This design comes from an exercise in tuning for small area on the open sky130 flow, not from production work.
Only simulation tests tie the RTL to the original design; equivalence was not proved.
Power is estimated from default activity; no workload was simulated.

== JK ==
==> flow/design.v (excerpt) <==
module rv_lite_core
#(
  parameter int    NREGS    = 16,
  parameter logic [31:0] RESET_PC = '0
) (
  input  logic       clk,
  input  logic       xreset,
  output logic       o_imem_valid,
  output logic [31:0] o_imem_addr,
  input  logic       i_imem_ready,
  input  logic [31:0] i_imem_rdata,
  output logic       o_dmem_valid,
  output logic       o_dmem_we,
  output logic [31:0] o_dmem_addr,
  output logic [31:0] o_dmem_wdata,
  output logic [3:0] o_dmem_strb,
  input  logic       i_dmem_ready,
  input  logic [31:0] i_dmem_rdata
);
  localparam logic [3:0] S_PCZ   = 4'd0;    
  localparam logic [3:0] S_FETCH = 4'd1;    
  localparam logic [3:0] S_XW    = 4'd2;    
  localparam logic [3:0] S_EXEC  = 4'd3;    
  localparam logic [3:0] S_EX2   = 4'd4;    
  localparam logic [3:0] S_DREQ  = 4'd5;    
  localparam logic [3:0] S_WBW   = 4'd6;    
  localparam logic [3:0] S_WB    = 4'd7;    
  localparam logic [3:0] S_CPW   = 4'd8;    
  localparam logic [3:0] S_COPY  = 4'd9;    
  localparam logic [3:0] S_SHW   = 4'd10;   
  ...
Size: about 1100 cells after synthesis, about 170 I/O pins.
Settings: LEC_CHECK=0, CAP_MARGIN=20, CORE_MARGIN=2, CORE_UTILIZATION=40, PLACE_DENSITY=0.6, SETUP_SLACK_MARGIN=0.5, SLEW_MARGIN=20; clock period 10.0 ns.
run.sh (not shown) runs the stock make flow with config.mk's settings and CLKGATE_MAP_FILE= SYNTH_SCRIPT=/design/flow/synth_recipe.tcl, a recipe that flattens the netlist after the stock synthesis.
JK reached the end of the flow, and the finished layout is clean on the timing, design-rule and antenna checks.
Modified inputs, MS compared to JK
Settings: a change of CORE_UTILIZATION from 40 to 60; a change of PLACE_DENSITY from 0.6 to 0.75; an added CTS_BUF_LIST of sky130_fd_sc_hd__clkbuf_4.
Findings:
Compared with JK, MS improves worst setup slack before clock tree synthesis. Relative to JK, the count of antenna diodes in the layout of MS is higher by 1. MS: area of all placed cells without fillers lower than JK. Between MS and JK, the difference in multi-input logic area is negligible. Looking at routing layer with the top usage in global route, the met1 result is from JK; the met2 one comes from MS. Where hold slack is concerned, JK is better than MS.

---

== before ==
rv_lite_core, a different RTL version from the one above (not shown whole).
For scale: roughly 610 flip-flops, roughly 170 I/O pins.
## rv_lite_core
module rv_lite_core
#(
  parameter int    NREGS    = 16,
  parameter logic [31:0] RESET_PC = '0
) (
  input  logic       clk,
  input  logic       xreset,
  output logic       o_imem_valid,
  output logic [31:0] o_imem_addr,
  input  logic       i_imem_ready,
  input  logic [31:0] i_imem_rdata,
  output logic       o_dmem_valid,
  output logic       o_dmem_we,
  output logic [31:0] o_dmem_addr,
  output logic [31:0] o_dmem_wdata,
  output logic [3:0] o_dmem_strb,
  input  logic       i_dmem_ready,
  input  logic [31:0] i_dmem_rdata
);
Settings: LEC_CHECK=0, ABC_AREA=1, CAP_MARGIN=20, CORE_MARGIN=2, CORE_UTILIZATION=70, PLACE_DENSITY=0.8, SETUP_SLACK_MARGIN=0.5, SLEW_MARGIN=20; clock period 10.0 ns.
standard.sh (not shown) runs the stock make flow with config.mk's settings and CLKGATE_MAP_FILE= SYNTH_SCRIPT=/design/flow/synth_recipe.tcl, a recipe that flattens the netlist after the stock synthesis.
==> flow/flow/run.sh <==
#!/bin/bash
# The standard layout, with smaller port buffers and a clock tree of small buffers
set -euo pipefail
export BUFFER_PORTS_ARGS="-buffer_cell sky130_fd_sc_hd__buf_1"
export CTS_ARGS="-sink_clustering_enable -repair_clock_nets -dont_use_dummy_load -buf_list sky130_fd_sc_hd__clkbuf_4 -sink_clustering_size 10 -sink_clustering_max_diameter 40"
bash standard.sh > standard.log 2>&1
Here is what was changed in the inputs of after compared with before.
==> flow/flow/run.sh <==
#!/bin/bash
# The standard layout, with smaller port buffers and a clock tree of small buffers
set -euo pipefail
export BUFFER_PORTS_ARGS="-buffer_cell sky130_fd_sc_hd__buf_1"
export CTS_ARGS="-sink_clustering_enable -repair_clock_nets -dont_use_dummy_load -buf_list sky130_fd_sc_hd__clkbuf_8 -sink_clustering_size 16 -sink_clustering_max_diameter 50"
bash standard.sh > standard.log 2>&1
==> comparison <==
Per the final summary, after finished and its layout is clean on timing, DRC and antenna. after vs before, instance count: after lower. In the tables for before and after, net count of the finished layout reads higher with before. Diff before -> after: sequential share of layout area went down 0.40 points, synthesis-to-finish area growth went up 0.59 points, worst-case vdd ir drop went down about 4.5%, clock buffer count went down about 36%. When after is set beside before, its power turns out to be 86 uW larger. On after: final setup slack of the worst path is 0.13 ns higher than what before gave. after vs before — total power per unit cell area rose 1.9%.

[re-timing with driven ports]
How much do the figures lean on ideal ports? The routed layouts below were timed once more, with nothing changed but the port constraints.
Step 1 sets driving cells, clkbuf_16 on the clock port and buf_2 on the other inputs (assumed; they add their load-dependent delay and slew).
Step 2 also shifts input and output timing later by t, the mid clock arrival at the registers, as if the neighbouring blocks saw the same clock.
a / b / c = ideal ports / drivers / drivers and shift; a / b = the first two.
run	t, ns	slack for setup (ns)	worst setup path at the end
JK	0.633	4.944 / 4.889 / 5.522	register to output
MS	0.784	4.850 / 4.798 / 5.583	register to output
before	0.705	5.544 / 5.498 / 5.555	input to register
after	0.585	5.676 / 5.628 / 5.554	input to register
After both steps every run listed still meets setup and hold. For after, which loses most, drivers alone change the setup slack by -0.048 ns; drivers and shift together by -0.122 ns.
